Background: an optimization exercise with open tools, aiming at a short achievable clock period and few clock cycles per item. Do not read the settings as production practice.
Only simulation tests tie the RTL to the original design; equivalence was not proved.
Power figures rest on the tool's default switching activity, not on a simulated workload.

==> flow/design.v (excerpt) <==
module lc4_top (
   input  logic        clk,
   input  logic        i_reset,
   output logic [15:0] o_imem_addr,
   input  logic [15:0] i_imem_data,
   output logic [15:0] o_dmem_addr,
   output logic        o_dmem_we,
   output logic [15:0] o_dmem_wdata,
   input  logic [15:0] i_dmem_data,
   output logic        o_retire_valid,
   output logic [15:0] o_retire_pc,
   output logic [15:0] o_retire_insn,
   output logic        o_retire_rf_we,
   output logic [2:0]  o_retire_wsel,
   output logic [15:0] o_retire_wdata
);
   lc4_pipeline #(
      .RESET_PC (16'h8200)
   ) lc4_pipeline_i (
      .clk            (clk),
      .i_reset        (i_reset),
      .o_imem_addr    (o_imem_addr),
      .i_imem_data    (i_imem_data),
      .o_dmem_addr    (o_dmem_addr),
      .o_dmem_we      (o_dmem_we),
      .o_dmem_wdata   (o_dmem_wdata),
      .i_dmem_data    (i_dmem_data),
      .o_retire_valid (o_retire_valid),
      .o_retire_pc    (o_retire_pc),
      .o_retire_insn  (o_retire_insn),
      .o_retire_rf_we (o_retire_rf_we),
      .o_retire_wsel  (o_retire_wsel),
      .o_retire_wdata (o_retire_wdata)
   );
endmodule
Size in the first run: roughly 2400 cells after synthesis, ~740 flip-flops, roughly 140 I/O pins.
clock: 4.3 ns
lec_check: 0
abc_clock_period_in_ps: 2000
cap_margin: 20
core_margin: 2
core_utilization: 45
setup_slack_margin: 2.0
slew_margin: 20
run.sh (not shown) runs the stock make flow with config.mk's settings and CLKGATE_MAP_FILE= SYNTH_SCRIPT=/design/flow/synth_recipe.tcl, a recipe that flattens the netlist after the stock synthesis.
Testbench counts at the start, summed over its fixed seeds: cycles 48,005, items 42,737.
Next try:
- CORE_UTILIZATION: 45 -> 40
Result: Routed wire length climbs by 1.7%. Sequential cell count does not change. Hold slack hardly moves. Critical path depth climbs by 2. Via count climbs by 1.3%. Synthesized area does not change. Worst setup slack loses 0.023 ns. Die area climbs by 12%. Core utilization drops by 5.7 points. Final area climbs by 0.85%.

lc4_top, a different RTL version from the one above (not shown whole).
Size: about 2,600 cells after synthesis, about 720 flip-flops, ~31,000 µm² of cells after synthesis.
==> flow/config.mk <==
export PLATFORM = sky130hd
export DESIGN_NAME = lc4_top
export DESIGN_NICKNAME = lc4_top
export VERILOG_FILES = /design/flow/design.v
export SDC_FILE = /design/flow/constraint.sdc
export NUM_CORES = 4
export LEC_CHECK = 0
export ABC_CLOCK_PERIOD_IN_PS = 2000
export CAP_MARGIN = 20
export CORE_MARGIN = 2
export CORE_UTILIZATION = 55
export SETUP_SLACK_MARGIN = 2.0
export SLEW_MARGIN = 20
==> flow/constraint.sdc <==
create_clock -name core_clock -period 4.3 [get_ports {clk}]
set_input_delay 0.8600 -clock core_clock [delete_from_list [all_inputs] [get_ports {clk}]]
set_output_delay 0.8600 -clock core_clock [all_outputs]
set_load 0.01 [all_outputs]
The starting point ran to the end with no violations.
Testbench counts at the start, summed over its fixed seeds: cycles 48,297, items 42,737.
Edit:
- CORE_UTILIZATION: 55 -> 40
After rerunning: Global-route usage fell by 8.7 points; worst hold slack hardly moves; setup slack degrades by 0.027 ns; total power rose by 0.48%; design area rose by 1.7%; critical path depth does not change; combinational power fell by about 6%.

## east
lc4_top, a different RTL version from the one above (not shown whole).
For scale: roughly 2400 cells after synthesis, roughly 740 flip-flops.
export LEC_CHECK = 0
export ABC_CLOCK_PERIOD_IN_PS = 2000
export CAP_MARGIN = 20
export CORE_MARGIN = 2
export CORE_UTILIZATION = 50
export SETUP_SLACK_MARGIN = 2.2
export SLEW_MARGIN = 20
create_clock -name core_clock -period 4.3 [get_ports {clk}]
Testbench counts of east, summed over its fixed seeds: cycles 48,112, items 42,737.
diff inputs: east => north
# east
export LEC_CHECK = 0
export ABC_CLOCK_PERIOD_IN_PS = 2000
export CAP_MARGIN = 20
export CORE_MARGIN = 2
export CORE_UTILIZATION = 50
export SETUP_SLACK_MARGIN = 2.2
export SLEW_MARGIN = 20
create_clock -name core_clock -period 4.3 [get_ports {clk}]
# north
export LEC_CHECK = 0
export ABC_CLOCK_PERIOD_IN_PS = 2000
export CAP_MARGIN = 20
export CORE_MARGIN = 2
export CORE_UTILIZATION = 40
export SETUP_SLACK_MARGIN = 2.0
export SLEW_MARGIN = 20
create_clock -name core_clock -period 4.3 [get_ports {clk}]
Results
- north reports a lower global router's overall resource usage than east does.
- From east to north the numbers moved as follows: power dissipated in combinational cells shrank by about 20%, mean routed wirelength per cell shows a reduction of 2.5 um, final area lower, number of antenna violations at the first check in global routing up 3.
- north against east: depth of the most critical reg-to-reg path went down, count of placed standard cells including taps went up, buffer count from post-CTS setup fixing went down.
- [compare] base=east new=north: share of layout cells above drive strength 1 shrank by 11 points; count of placed standard cells in the final layout, fillers left out higher; power drawn by the clock network barely changed.

== run P ==
Another version of the RTL of lc4_top (not shown whole).
Size: ~2000 cells after synthesis, roughly 600 flip-flops, ~140 I/O pins.
make LEC_CHECK=0 ABC_CLOCK_PERIOD_IN_PS=2000 CAP_MARGIN=20 CORE_MARGIN=2 CORE_UTILIZATION=40 SETUP_SLACK_MARGIN=2.4 SLEW_MARGIN=20 finish   # period 4.3 ns
In summary, run P completed successfully, with a layout that passed the timing, DRC and antenna checks.
Testbench counts of run P, summed over its fixed seeds: cycles 48,228, items 42,737.
Changes in run K relative to run P:
diff --git a/flow/config.mk b/flow/config.mk
--- a/flow/config.mk
+++ b/flow/config.mk
@@ -12 +12 @@
-export SETUP_SLACK_MARGIN = 2.4
+export SETUP_SLACK_MARGIN = 1.8
==> comparison <==
A critical path capture point of lc4_pipeline_i.dx_alt[14]$_DFF_P_ is what run P shows, while lc4_pipeline_i.dx_alt[13]$_DFF_P_ belongs to run K.
| share of layout cells above drive strength 1 | run K vs run P | 15 points lower |
Looking at routed wire length, run K sits about 8% below run P.
Looking at utilization across run P and run K, the one that comes out lower is run K.
Relative to run P, the share of power burned in combinational logic of run K is lower by 2.9 points.

[port drivers added, routing unchanged]
In the flow no input, the clock included, has a driving cell. The finished layouts below were timed again as built, in two steps.
Step 1 sets driving cells, clkbuf_16 on the clock port and buf_2 on the other inputs (assumed; they add their load-dependent delay and slew).
Step 2 times the ports against the registers' clock, not the clock port: input delays grow and output delays shrink by t, the midpoint of the rising clock arrivals with the driver on.
a / b / c = no drivers / after step 1 / after step 2; a / b = the first two.
run	t (ns)	setup WS [ns]	worst setup path after step 2	clock arrival spread, ns	worst slew at a driven data input, ns
the first run of note 1	0.677	1.990 / 1.973 / 1.387	input to register	0.037 / 0.038	0.14
the second run of note 1	0.688	1.967 / 1.967 / 1.377	input to register	0.026 / 0.026	0.14
the first run of note 2	0.682	1.920 / 1.920 / 1.419	input to register	0.028 / 0.028	0.04
the second run of note 2	0.684	1.893 / 1.893 / 1.378	input to register	0.030 / 0.029	0.05
east	0.677	1.949 / 1.949 / 1.457	input to register	0.019 / 0.019	0.13
north	0.672	2.017 / 1.986 / 1.373	input to register	0.031 / 0.031	0.14
run P	0.676	1.511 / 1.511 / 1.033	input to register	0.032 / 0.032	0.10
run K	0.685	1.635 / 1.635 / 1.183	input to register	0.028 / 0.027	0.08
After both steps setup and hold are still met in every run listed. For north, which loses most, drivers alone change the setup slack by -0.031 ns; drivers and shift together by -0.644 ns.
